Source: an optimization exercise on an open RTL-to-GDS flow (aim: small area). Production flows keep margins and buffers that such runs may drop.
Where RTL was checked, it was by simulation tests only, not by an equivalence proof against the original.
Power figures rest on the tool's default switching activity, not on a simulated workload.

Setup of red:
==> flow/design.v <==
package ssf_pkg;
	localparam int NUM_LANES = 8;
	localparam int BLOCK_LEN = 4;
	localparam int START_GAP = 64;
	localparam int SAMPLE_W  = 32;
	localparam int LANE_W    = $clog2(NUM_LANES);
	localparam int ACC_W = SAMPLE_W + $clog2(BLOCK_LEN) + 1;
	localparam int GAP_W = $clog2(START_GAP);
	localparam int CNT_W = $clog2(BLOCK_LEN + 1);
	typedef logic signed [SAMPLE_W-1:0] sample_t;
	typedef logic signed [ACC_W-1:0]    acc_t;
	typedef logic [LANE_W-1:0]          lane_t;
	typedef logic [NUM_LANES-1:0]       lane_mask_t;
	typedef logic [GAP_W-1:0]           gap_cnt_t;
	typedef logic [CNT_W-1:0]           count_t;
	localparam sample_t SAMPLE_MAX = {1'b0, {(SAMPLE_W-1){1'b1}}};
	localparam sample_t SAMPLE_MIN = {1'b1, {(SAMPLE_W-1){1'b0}}};
	typedef enum logic [1:0] {
		FILLING,
		HOLDING,
		IDLE
	} lane_state_t;
endpackage
`timescale 1ns/1ps
module ssf_array (
	input  logic    clk,
	input  logic    rst,
	input  ssf_pkg::sample_t sample_in,
	input  logic    sample_valid,
	output logic    sample_req,
	output ssf_pkg::sample_t result_out,
	output ssf_pkg::lane_t   result_lane,
	output logic    result_valid
);
	localparam int NL = ssf_pkg::NUM_LANES;
	localparam int PW = ssf_pkg::SAMPLE_W + 1;    
	logic [8:0] rel_cnt;
	logic [NL-1:0] run;
	always_ff @(posedge clk) begin
		if (rst) begin
			rel_cnt <= '0;
		end else if (rel_cnt[8:6] != 3'd7) begin
			rel_cnt <= rel_cnt + 1'b1;
		end
	end
	always_comb begin
		for (int k = 0; k < NL; k++) begin
			run[k] = (rel_cnt[8:6] >= 3'(k));
		end
	end
	logic [1:0]    cnt [NL];           
	logic [PW-1:0] word [NL];          
	ssf_pkg::lane_t last_grant;        
	logic           fin1;              
	logic           fin2;              
	ssf_pkg::lane_t fin2_lane;
	logic [NL-1:0] req;
	ssf_pkg::lane_t cand;
	logic [NL-1:0] cand_oh;
	logic [NL-1:0] grant;
	logic          accept;
	always_comb begin
		for (int i = 0; i < NL; i++) begin
			req[i] = run[i]
			       && !(fin1 && last_grant == 3'(i))
			       && !(fin2 && fin2_lane == 3'(i));
		end
	end
	assign sample_req = |req;
	assign accept     = sample_valid & sample_req;
	always_comb begin
		logic found;
		ssf_pkg::lane_t idx;
		found = 1'b0;
		cand  = '0;
		for (int k = 1; k <= NL; k++) begin
			idx = last_grant + 3'(k);
			if (!found && req[idx]) begin
				found = 1'b1;
				cand  = idx;
			end
		end
	end
	always_comb begin
		for (int i = 0; i < NL; i++) begin
			cand_oh[i] = (cand == 3'(i));
			grant[i]   = accept & cand_oh[i];
		end
	end
	logic [PW-1:0] part;
	logic          last4;
	logic [PW:0]   sum;
	logic          sign;
	logic          ovf;
	logic [PW-1:0] wdata;
	always_comb begin
		part  = '0;
		last4 = 1'b0;
		for (int i = 0; i < NL; i++) begin
			if (cand_oh[i] && cnt[i] != 2'd0) part = part | word[i];
			if (cand_oh[i] && cnt[i] == 2'd3) last4 = 1'b1;
		end
	end
	assign sum  = {part[PW-1], part} + {{2{sample_in[31]}}, sample_in};
	assign sign = sum[PW];
	assign ovf  = last4 ? !((sum[PW] == sum[PW-1]) && (sum[PW-1] == sum[PW-2]))
	                    : (sum[PW] != sum[PW-1]);
	always_comb begin
		wdata[PW-1]   = sign;
		wdata[PW-2]   = ovf ? (last4 ? sign : !sign) : sum[PW-2];
		wdata[PW-3:0] = ovf ? {(PW-2){!sign}} : sum[PW-3:0];
	end
	always_ff @(posedge clk) begin
		for (int i = 0; i < NL; i++) begin
			if (grant[i]) begin
				word[i] <= wdata;
			end
		end
	end
	always_ff @(posedge clk) begin
		if (rst) begin
			for (int i = 0; i < NL; i++) cnt[i] <= '0;
			last_grant   <= 3'(NL - 1);
			fin1         <= 1'b0;
			fin2         <= 1'b0;
			result_valid <= 1'b0;
		end else begin
			for (int i = 0; i < NL; i++) begin
				if (grant[i]) cnt[i] <= cnt[i] + 1'b1;
			end
			if (accept) last_grant <= cand;
			fin1         <= accept & last4;
			fin2         <= fin1;
			result_valid <= fin2;
		end
	end
	always_ff @(posedge clk) begin
		fin2_lane   <= last_grant;
		result_lane <= fin2_lane;
	end
	always_comb begin
		result_out = '0;
		for (int i = 0; i < NL; i++) begin
			if (result_lane == 3'(i)) result_out = result_out | word[i][31:0];
		end
	end
endmodule
export LEC_CHECK = 0
export CAP_MARGIN = 20
export CORE_MARGIN = 2
export CORE_UTILIZATION = 40
export SLEW_MARGIN = 20
create_clock -name core_clock -period 6.0 [get_ports {clk}]
run.sh (not shown) runs the stock make flow with config.mk's settings and CLKGATE_MAP_FILE= SYNTH_SCRIPT=/design/flow/synth_recipe.tcl, a recipe that flattens the netlist after the stock synthesis.
From the logs: red reached the end of the flow and failed the layout checks with setup timing.
Modified inputs, blue compared to red
diff --git a/flow/design.v b/flow/design.v
--- a/flow/design.v
+++ b/flow/design.v
@@ -60,4 +60,5 @@
 	logic [NL-1:0] grant;
 	logic          accept;
+	logic          last4;
 	always_comb begin
 		for (int i = 0; i < NL; i++) begin
@@ -88,6 +89,9 @@
 		end
 	end
+	ssf_pkg::sample_t lane_data;
+	logic          ld_v;              
+	logic          ld_first;          
+	logic          first;
 	logic [PW-1:0] part;
-	logic          last4;
 	logic [PW:0]   sum;
 	logic          sign;
@@ -95,23 +99,31 @@
 	logic [PW-1:0] wdata;
 	always_comb begin
-		part  = '0;
+		first = 1'b0;
 		last4 = 1'b0;
 		for (int i = 0; i < NL; i++) begin
-			if (cand_oh[i] && cnt[i] != 2'd0) part = part | word[i];
+			if (cand_oh[i] && cnt[i] == 2'd0) first = 1'b1;
 			if (cand_oh[i] && cnt[i] == 2'd3) last4 = 1'b1;
 		end
 	end
-	assign sum  = {part[PW-1], part} + {{2{sample_in[31]}}, sample_in};
+	always_comb begin
+		part = '0;
+		for (int i = 0; i < NL; i++) begin
+			if (last_grant == 3'(i) && !ld_first) part = part | word[i];
+		end
+	end
+	assign sum  = {part[PW-1], part} + {{2{lane_data[31]}}, lane_data};
 	assign sign = sum[PW];
-	assign ovf  = last4 ? !((sum[PW] == sum[PW-1]) && (sum[PW-1] == sum[PW-2]))
-	                    : (sum[PW] != sum[PW-1]);
+	assign ovf  = fin1 ? !((sum[PW] == sum[PW-1]) && (sum[PW-1] == sum[PW-2]))
+	                   : (sum[PW] != sum[PW-1]);
 	always_comb begin
 		wdata[PW-1]   = sign;
-		wdata[PW-2]   = ovf ? (last4 ? sign : !sign) : sum[PW-2];
+		wdata[PW-2]   = ovf ? (fin1 ? sign : !sign) : sum[PW-2];
 		wdata[PW-3:0] = ovf ? {(PW-2){!sign}} : sum[PW-3:0];
 	end
 	always_ff @(posedge clk) begin
+		lane_data <= sample_in;
+		ld_first  <= first;
 		for (int i = 0; i < NL; i++) begin
-			if (grant[i]) begin
+			if (ld_v && last_grant == 3'(i)) begin
 				word[i] <= wdata;
 			end
@@ -122,4 +134,5 @@
 			for (int i = 0; i < NL; i++) cnt[i] <= '0;
 			last_grant   <= 3'(NL - 1);
+			ld_v         <= 1'b0;
 			fin1         <= 1'b0;
 			fin2         <= 1'b0;
@@ -130,4 +143,5 @@
 			end
 			if (accept) last_grant <= cand;
+			ld_v         <= accept;
 			fin1         <= accept & last4;
 			fin2         <= fin1;
### Flow results
In blue the met2 demand-to-capacity share in global routing turned out 2.6 points lower than in red.
Against red, the final cell area of blue is lower.
Part of the Yosys area used for sequential elements delta for blue relative to red: 2.7 points higher
Changes observed in blue relative to red: core utilization fell by 9.0 points; fmax climbed about 28%; non-clock inverter count in the final layout moved down.
Of blue and red, the run reporting the higher buffer count excluding the clock tree in the final layout was red.
Side by side, via count of the first global-routing pass turned out lower in blue than in red.
The final layout from blue, which completed every stage, passed the timing, DRC and antenna checks at the end of the flow.
The final RePlAce weighted congestion reported for blue is greater than that of red by about 7%.
Comparing share of synthesized area spent on multiplexers for blue and red, the bigger number came from red.
Biggest fanout along the worst timing path (blue over red): increase, 14
blue vs. red: number of clock buffers in the layout increased by 10 relative to the old numbers, number of fill cells in the layout rose about 11%.
Function was not checked in any run of this note: the RTL went through the layout flow alone.

---

ssf_array, a different RTL version from the one above (not shown whole).
Size: ~1100 cells after synthesis, roughly 310 flip-flops, roughly 15000 sq um of cells after synthesis.
==> module ssf_array, before the edit <==
module ssf_array (
	input  logic    clk,
	input  logic    rst,
	input  ssf_pkg::sample_t sample_in,
	input  logic    sample_valid,
	output logic    sample_req,
	output ssf_pkg::sample_t result_out,
	output ssf_pkg::lane_t   result_lane,
	output logic    result_valid
);
	localparam int NL = ssf_pkg::NUM_LANES;
	localparam int PW = ssf_pkg::SAMPLE_W + 1;    
	logic [8:0]     rel_cnt;           
	logic [1:0]     cnt [NL];          
	logic [PW-1:0]  word [NL];         
	logic [NL-1:0]  cand_oh;           
	ssf_pkg::lane_t last_grant;        
	logic           fin1;              
	logic           fin2;              
	ssf_pkg::lane_t fin2_lane;
	logic           accept;
	ssf_pkg::lane_t cand;
	logic           first;
	logic           last4;
	assign sample_req = |cand_oh;
	assign accept     = sample_valid & sample_req;
	always_comb begin
		cand  = '0;
		first = 1'b0;
		last4 = 1'b0;
		for (int i = 0; i < NL; i++) begin
			if (cand_oh[i]) cand = cand | 3'(i);
			if (cand_oh[i] && cnt[i] == 2'd0) first = 1'b1;
			if (cand_oh[i] && cnt[i] == 2'd3) last4 = 1'b1;
		end
	end
	logic [8:0]     rel_nxt;
	logic [NL-1:0]  req_nxt;
	ssf_pkg::lane_t lg_nxt;
	logic [NL-1:0]  req_hi;
	logic [NL-1:0]  pick_hi;
	logic [NL-1:0]  pick_lo;
	logic [NL-1:0]  cand_nxt;
	assign rel_nxt = (rel_cnt[8:6] != 3'd7) ? rel_cnt + 1'b1 : rel_cnt;
	assign lg_nxt  = accept ? cand : last_grant;
	always_comb begin
		for (int i = 0; i < NL; i++) begin
			req_nxt[i] = (rel_cnt[8:6] >= 3'(i))
			           && !(accept && last4 && cand_oh[i])
			           && !(fin1 && last_grant == 3'(i));
		end
	end
	always_comb begin
		for (int i = 0; i < NL; i++) begin
			req_hi[i] = req_nxt[i] && (3'(i) > lg_nxt);
		end
		for (int i = 0; i < NL; i++) begin
			pick_hi[i] = req_hi[i];
			pick_lo[i] = req_nxt[i];
			for (int j = 0; j < i; j++) begin
				pick_hi[i] = pick_hi[i] && !req_hi[j];
				pick_lo[i] = pick_lo[i] && !req_nxt[j];
			end
		end
		cand_nxt = (|req_hi) ? pick_hi : pick_lo;
	end
	logic [PW-1:0] part;
	logic [PW:0]   add_a, add_b, add_p, add_c, sum;
	logic          sign;
	logic          ovf;
	logic [PW-1:0] wdata;
	always_comb begin
		part = '0;
		for (int i = 0; i < NL; i++) begin
			if (cand_oh[i] && cnt[i] != 2'd0) part = part | word[i];
		end
	end
	assign add_a = {part[PW-1], part};
	assign add_b = {{2{sample_in[31]}}, sample_in};
	assign add_p = add_a ^ add_b;
	always_comb begin
		logic [PW:0] pp, gg;
		pp = add_p;
		gg = add_a & add_b;
		for (int i = 1; i <= 6; i++) begin
			for (int j = 2**i - 1; j <= PW; j += 2**i) begin
				gg[j] = gg[j] | (pp[j] & gg[j - 2**(i-1)]);
				pp[j] = pp[j] & pp[j - 2**(i-1)];
			end
		end
		for (int i = 6; i > 0; i--) begin
			for (int j = 2**i + 2**(i-1) - 1; j <= PW; j += 2**i) begin
				gg[j] = gg[j] | (pp[j] & gg[j - 2**(i-1)]);
				pp[j] = pp[j] & pp[j - 2**(i-1)];
			end
		end
		add_c = {gg[PW-1:0], 1'b0};
	end
	assign sum  = add_p ^ add_c;
	assign sign = sum[PW];
	assign ovf  = last4 ? !((sum[PW] == sum[PW-1]) && (sum[PW-1] == sum[PW-2]))
	                    : (sum[PW] != sum[PW-1]);
	always_comb begin
		wdata[PW-1]   = sign;
		wdata[PW-2]   = ovf ? (last4 ? sign : !sign) : sum[PW-2];
		wdata[PW-3:0] = ovf ? {(PW-2){!sign}} : sum[PW-3:0];
	end
	always_ff @(posedge clk) begin
		for (int i = 0; i < NL; i++) begin
			if (accept && cand_oh[i]) begin
				word[i] <= wdata;
			end
		end
	end
	always_ff @(posedge clk) begin
		if (rst) begin
			rel_cnt      <= 9'd1;
			for (int i = 0; i < NL; i++) cnt[i] <= '0;
			cand_oh      <= NL'(1);
			last_grant   <= 3'(NL - 1);
			fin1         <= 1'b0;
			fin2         <= 1'b0;
			result_valid <= 1'b0;
		end else begin
			rel_cnt <= rel_nxt;
			for (int i = 0; i < NL; i++) begin
				if (accept && cand_oh[i]) cnt[i] <= cnt[i] + 1'b1;
			end
			cand_oh      <= cand_nxt;
			last_grant   <= lg_nxt;
			fin1         <= accept & last4;
			fin2         <= fin1;
			result_valid <= fin2;
		end
	end
	always_ff @(posedge clk) begin
		fin2_lane   <= last_grant;
		result_lane <= fin2_lane;
	end
	always_comb begin
		result_out = '0;
		for (int i = 0; i < NL; i++) begin
			if (result_lane == 3'(i)) result_out = result_out | word[i][31:0];
		end
	end
endmodule
==> flow/config.mk <==
export PLATFORM = sky130hd
export DESIGN_NAME = ssf_array
export DESIGN_NICKNAME = ssf_array
export VERILOG_FILES = /design/flow/design.v
export SDC_FILE = /design/flow/constraint.sdc
export NUM_CORES = 4
export LEC_CHECK = 0
export CAP_MARGIN = 20
export CORE_MARGIN = 2
export CORE_UTILIZATION = 40
export SLEW_MARGIN = 20
==> flow/constraint.sdc <==
create_clock -name core_clock -period 6.0 [get_ports {clk}]
set_input_delay 1.2000 -clock core_clock [delete_from_list [all_inputs] [get_ports {clk}]]
set_output_delay 1.2000 -clock core_clock [all_outputs]
set_load 0.01 [all_outputs]
standard.sh (not shown) runs the stock make flow with config.mk's settings and CLKGATE_MAP_FILE= SYNTH_SCRIPT=/design/flow/synth_recipe.tcl, a recipe that flattens the netlist after the stock synthesis.
==> flow/flow/run.sh <==
#!/bin/bash
# Own layout flow: the standard flow (standard.sh, unchanged synthesis),
# with the smallest buffer on the ports and a clock tree without dummy loads.
set -euo pipefail
bash standard.sh \
	"BUFFER_PORTS_ARGS=-buffer_cell sky130_fd_sc_hd__buf_1" \
	"CTS_ARGS=-sink_clustering_enable -repair_clock_nets -dont_use_dummy_load -sink_clustering_size 25 -sink_clustering_max_diameter 100" \
	finish > make_finish.log 2>&1
Then changed:
--- a/flow/design.v
+++ b/flow/design.v
@@ -55,7 +55,7 @@
 		for (int i = 0; i < NL; i++) begin
 			if (cand_oh[i]) cand = cand | 3'(i);
 			if (cand_oh[i] && cnt[i] == 2'd0) first = 1'b1;
-			if (cand_oh[i] && cnt[i] == 2'd3) last4 = 1'b1;
+			if (cand_oh[i] && cnt[i] == 2'b10) last4 = 1'b1;
 		end
 	end
 	logic [8:0]     rel_nxt;
@@ -75,8 +75,11 @@
 		end
 	end
 	always_comb begin
+		logic above_c;
+		above_c = 1'b0;
 		for (int i = 0; i < NL; i++) begin
-			req_hi[i] = req_nxt[i] && (3'(i) > lg_nxt);
+			req_hi[i] = req_nxt[i] && (accept ? above_c : (3'(i) > last_grant));
+			above_c = above_c | cand_oh[i];
 		end
 		for (int i = 0; i < NL; i++) begin
 			pick_hi[i] = req_hi[i];
@@ -148,7 +151,7 @@
 		end else begin
 			rel_cnt <= rel_nxt;
 			for (int i = 0; i < NL; i++) begin
-				if (accept && cand_oh[i]) cnt[i] <= cnt[i] + 1'b1;
+				if (accept && cand_oh[i]) cnt[i] <= {cnt[i][0], !cnt[i][1]};
 			end
 			cand_oh      <= cand_nxt;
 			last_grant   <= lg_nxt;
Effect: Global-route usage came out lower by 0.21 points; synthesized area came out lower by 2.8%; total power came out lower by 6.7%; non-clock buffer count came out higher by 3; combinational power came out lower by 20%; final area came out lower by 2.4%; via count came out lower by 3.6%; routed wire length came out lower by 4.8%; maximum frequency came out lower by 1.2%; count of clock-buffer cells in the layout stays the same; final cell count came out lower by 2.8%; worst hold slack improved by 0.0061 ns; die area came out lower by 2.7%; sequential share of layout area came out higher by 1.4 points.
For the first run of this note, only the layout was checked, not whether the RTL still works.

[separate check: timing with driven ports]
The results above use ideal ports. As a check the final layouts listed here were re-extracted and re-timed, cells and wires unchanged. Step 1, drivers: a clkbuf_16 drives clk and a buf_2 each remaining input, both assumed. Step 2 times the ports against the registers' clock, not the clock port: input delays grow and output delays shrink by t, the midpoint of the rising clock arrivals with the driver on. a / b / c = no drivers / after step 1 / after step 2; a / b = the first two.
run | t, ns | setup WS [ns] | clock arrival spread, ns | worst register clock-pin slew, ns | cell pins on the clock port's net
red | 0.609 | -1.063 / -1.063 / -1.063 | 0.030 / 0.030 | 0.07 / 0.07 | 1
blue | 0.580 | 0.483 / 0.483 / 0.483 | 0.031 / 0.032 | 0.06 / 0.06 | 1
the first run of note 2 | 0.548 | 0.416 / 0.416 / 0.416 | 0.037 / 0.037 | 0.10 / 0.10 | 1
the second run of note 2 | 0.540 | 0.347 / 0.347 / 0.235 | 0.043 / 0.043 | 0.10 / 0.10 | 1
The setup slack of the second run of note 2, which loses most, moves by 0.000 ns with the drivers and by -0.112 ns with both steps.
